This is an optimization exercise on Yosys and OpenROAD, whose aim is small area and a short achievable clock period, not a production implementation.
Function was checked by simulation only, so behaviour that the tests miss may differ from the original.
Power figures rest on the tool's default switching activity, not on a simulated workload.

## job 8009
==> flow/design.v (excerpt) <==
module counter_table_top (
    input  logic        clock,
    input  logic        rst_n,
    input  logic        upd_valid,
    input  logic [7:0]  upd_key,
    input  logic [7:0]  upd_incr,
    input  logic        query_valid,
    input  logic [5:0]  query_entry,
    output logic        init_done,
    output logic        resp_valid,
    output logic [31:0] resp_data
);
Size: roughly 5300 cells after synthesis, roughly 2300 flip-flops, ~100000 sq um of cells after synthesis.
==> flow/config.mk <==
export PLATFORM = sky130hd
export DESIGN_NAME = counter_table_top
export DESIGN_NICKNAME = counter_table_top
export VERILOG_FILES = /design/flow/design.v
export SDC_FILE = /design/flow/constraint.sdc
export NUM_CORES = 4
export LEC_CHECK = 0
export ABC_CLOCK_PERIOD_IN_PS = 2200
export CAP_MARGIN = 20
export CORE_MARGIN = 2
export CORE_UTILIZATION = 60
export CTS_CLUSTER_DIAMETER = 50
export CTS_CLUSTER_SIZE = 38
export SETUP_SLACK_MARGIN = 2.25
export SLEW_MARGIN = 20
==> flow/constraint.sdc <==
create_clock -name core_clock -period 4.5 [get_ports {clock}]
set_input_delay 0.9000 -clock core_clock [delete_from_list [all_inputs] [get_ports {clock}]]
set_output_delay 0.9000 -clock core_clock [all_outputs]
set_load 0.01 [all_outputs]
run.sh (not shown) runs the stock make flow with config.mk's settings and CLKGATE_MAP_FILE= SYNTH_SCRIPT=/design/flow/synth_recipe.tcl, a recipe that flattens the netlist after the stock synthesis.
Job 8009 has completed all stages; timing, DRC and antenna checks passed.
> inputs changed (job 8009 -> job 4437)
Settings: swapping 50 for 60 in CTS_CLUSTER_DIAMETER; swapping 2.25 for 2.1 in SETUP_SLACK_MARGIN; swapping 38 for 30 in CTS_CLUSTER_SIZE; swapping 60 for 55 in CORE_UTILIZATION.
Findings:
Fraction of area in registers was higher in job 4437 than in job 8009.
Looking at ratio of cells with drive above 1 in the final layout, job 4437 sits 2.5 points below job 8009.
Cmp job 8009 and job 4437 / time the final worst path needs with I/O delays and setup / lower: job 8009
Multi-input gate share of total cell area in job 4437 vs job 8009: up 0.33 points
Min post-CTS repair timing setup buffer count across job 8009 and job 4437: job 8009
Critical path capture point: tbl[0][138] -> job 4437, tbl[0][297] -> job 8009
The final standard cell area without fillers number comes out lower for job 4437 vs job 8009.
Job 4437 vs. job 8009: power shrank by 1.8 mW, cell count grew by about 1.4%, total wirelength of the detailed-routed design grew by 0.67%.
Total iterations of the first detailed-routing run for job 4437: 2 up relative to job 8009
#### Input delta (job 7689 over job 4437)
Settings: a change of CORE_UTILIZATION from 55 to 60; a change of CTS_CLUSTER_SIZE from 30 to 38; a change of SETUP_SLACK_MARGIN from 2.1 to 2.25; a change of CTS_CLUSTER_DIAMETER from 60 to 70.
[summary]
Comparing job 7689 and job 4437, combinational group share of total power is lower on job 4437. Overall track demand over capacity in global routing: job 7689 vs job 4437 up 2.6 points. Compared with job 4437, job 7689 shows met2 layer usage reported by global route higher by 4.0 points.
[inputs] job 5906 vs job 7689
Settings: CORE_UTILIZATION: 60 -> 65.
[summary]
Timing, DRC, antenna: 0 failures across job 7689 and job 5906. The routed wire length in job 5906 sits 1.3% below the value recorded for job 7689. Portion of the clock cycle consumed by the worst path in the final layout of job 7689 is on par with job 5906. Going from job 7689 to job 5906, maximum ir drop on the vdd rail grows by 0.0000073 V. | detailed-route wire length on metal 1 | job 5906 vs job 7689 | 3.5% lower |. Sequential power share up 0.3 points in job 5906 wrt job 7689. Job 5906 packs its core more tightly than job 7689. Iteration count of the initial detailed-routing pass essentially unchanged between job 5906 and job 7689. The total chip power of job 5906 and that of job 7689 are within noise of each other. Compared with job 7689, in job 5906 worst path setup slack after routing essentially unchanged, share of cells above drive strength 1 now larger, net switching power increased about 1%.
### job 5906 -> job 3399
Settings: swapping 65 for 60 in CORE_UTILIZATION; swapping 70 for 60 in CTS_CLUSTER_DIAMETER; swapping 38 for 30 in CTS_CLUSTER_SIZE.
### Flow results
Job 3399 against job 5906: global-route wire length before repair rose 9400 microns; total placed cells including tap cells +about 2.6%. Of job 3399 and job 5906, the run reporting the lower sequential share of layout area was job 3399. Lower measured slew at the worst slew-check pin among job 3399 and job 5906: job 5906. Area: job 3399 vs job 5906 -> job 3399 larger. In the metrics for job 3399 and job 5906, the one carrying the lower worst setup slack is job 3399. Compared with job 5906, in job 3399 routed via count now sits lower; clock buffer count in the final layout now sits higher.

* * *

== exp/lagoon ==
counter_table_top again, from the RTL that the note above started with.
Settings: LEC_CHECK=0, ABC_CLOCK_PERIOD_IN_PS=2000, CAP_MARGIN=20, CORE_MARGIN=2, CORE_UTILIZATION=60, CTS_CLUSTER_DIAMETER=70, CTS_CLUSTER_SIZE=38, SETUP_SLACK_MARGIN=2.25, SLEW_MARGIN=20; clock period 4.5 ns.
diff inputs: exp/lagoon => exp/willow
- TNS_END_PERCENT now 10, previously not set
- ABC_CLOCK_PERIOD_IN_PS now 2200, was 2000
- CTS_CLUSTER_DIAMETER now 60, was 70
- CTS_CLUSTER_SIZE now 30, was 38
==> results.txt <==
- Total power, exp/willow vs exp/lagoon: up by a few percent
- In exp/willow, hold slack is lower than in exp/lagoon.
- Between exp/willow and exp/lagoon, it is exp/willow whose number of optimization iterations in the first detailed-route pass is higher, by 2.
- Power density over the cells, exp/willow vs exp/lagoon: up by a few percent
- exp/willow vs exp/lagoon, met3 track utilization from global routing went down by 0.19 points.
- Looking at type of the worst setup path, the flip-flop to flip-flop result is from exp/willow; the flip-flop to output pin one comes from exp/lagoon.
- exp/lagoon → exp/willow: setup slack decreased by 0.039 ns relative to the old numbers, count of clock-buffer cells in the layout now larger, achievable frequency -1.6%.

==> what the ideal ports hide <==
The flow's constraints put no driver on any port. The routed layouts listed below were extracted and timed again, unchanged, in two steps.
Step 1 assumes that a clkbuf_16 drives the clock port and a buf_2 every other input.
Step 2 adds t to the input delays and takes it off the output delays; t is the mean of the earliest and latest rising clock arrival at the registers after step 1. Input paths then give back, and output paths get back, about the clock's delay inside the block.
Three values: no drivers, after step 1, after step 2; two values: the first two.
run	t, ns	slack for setup (ns)	hold WS [ns]	pins driven straight from the clock port
job 8009	0.951	2.031 / 1.950 / 1.057	0.343 / 0.272 / 0.422	1
job 4437	0.972	1.991 / 1.881 / 0.908	0.254 / 0.187 / 0.426	1
job 7689	0.915	2.071 / 1.984 / 1.077	0.368 / 0.300 / 0.424	1
job 5906	0.901	2.073 / 2.013 / 1.112	0.441 / 0.439 / 0.441	1
job 3399	0.935	2.025 / 1.968 / 1.041	0.366 / 0.287 / 0.430	1
exp/lagoon	0.915	2.071 / 1.984 / 1.077	0.368 / 0.300 / 0.424	1
exp/willow	0.938	2.032 / 1.933 / 0.996	0.345 / 0.267 / 0.429	1
After both steps setup and hold are still met in every run listed. The setup slack of job 4437, which loses most, moves by -0.110 ns with the drivers and by -1.083 ns with both steps.
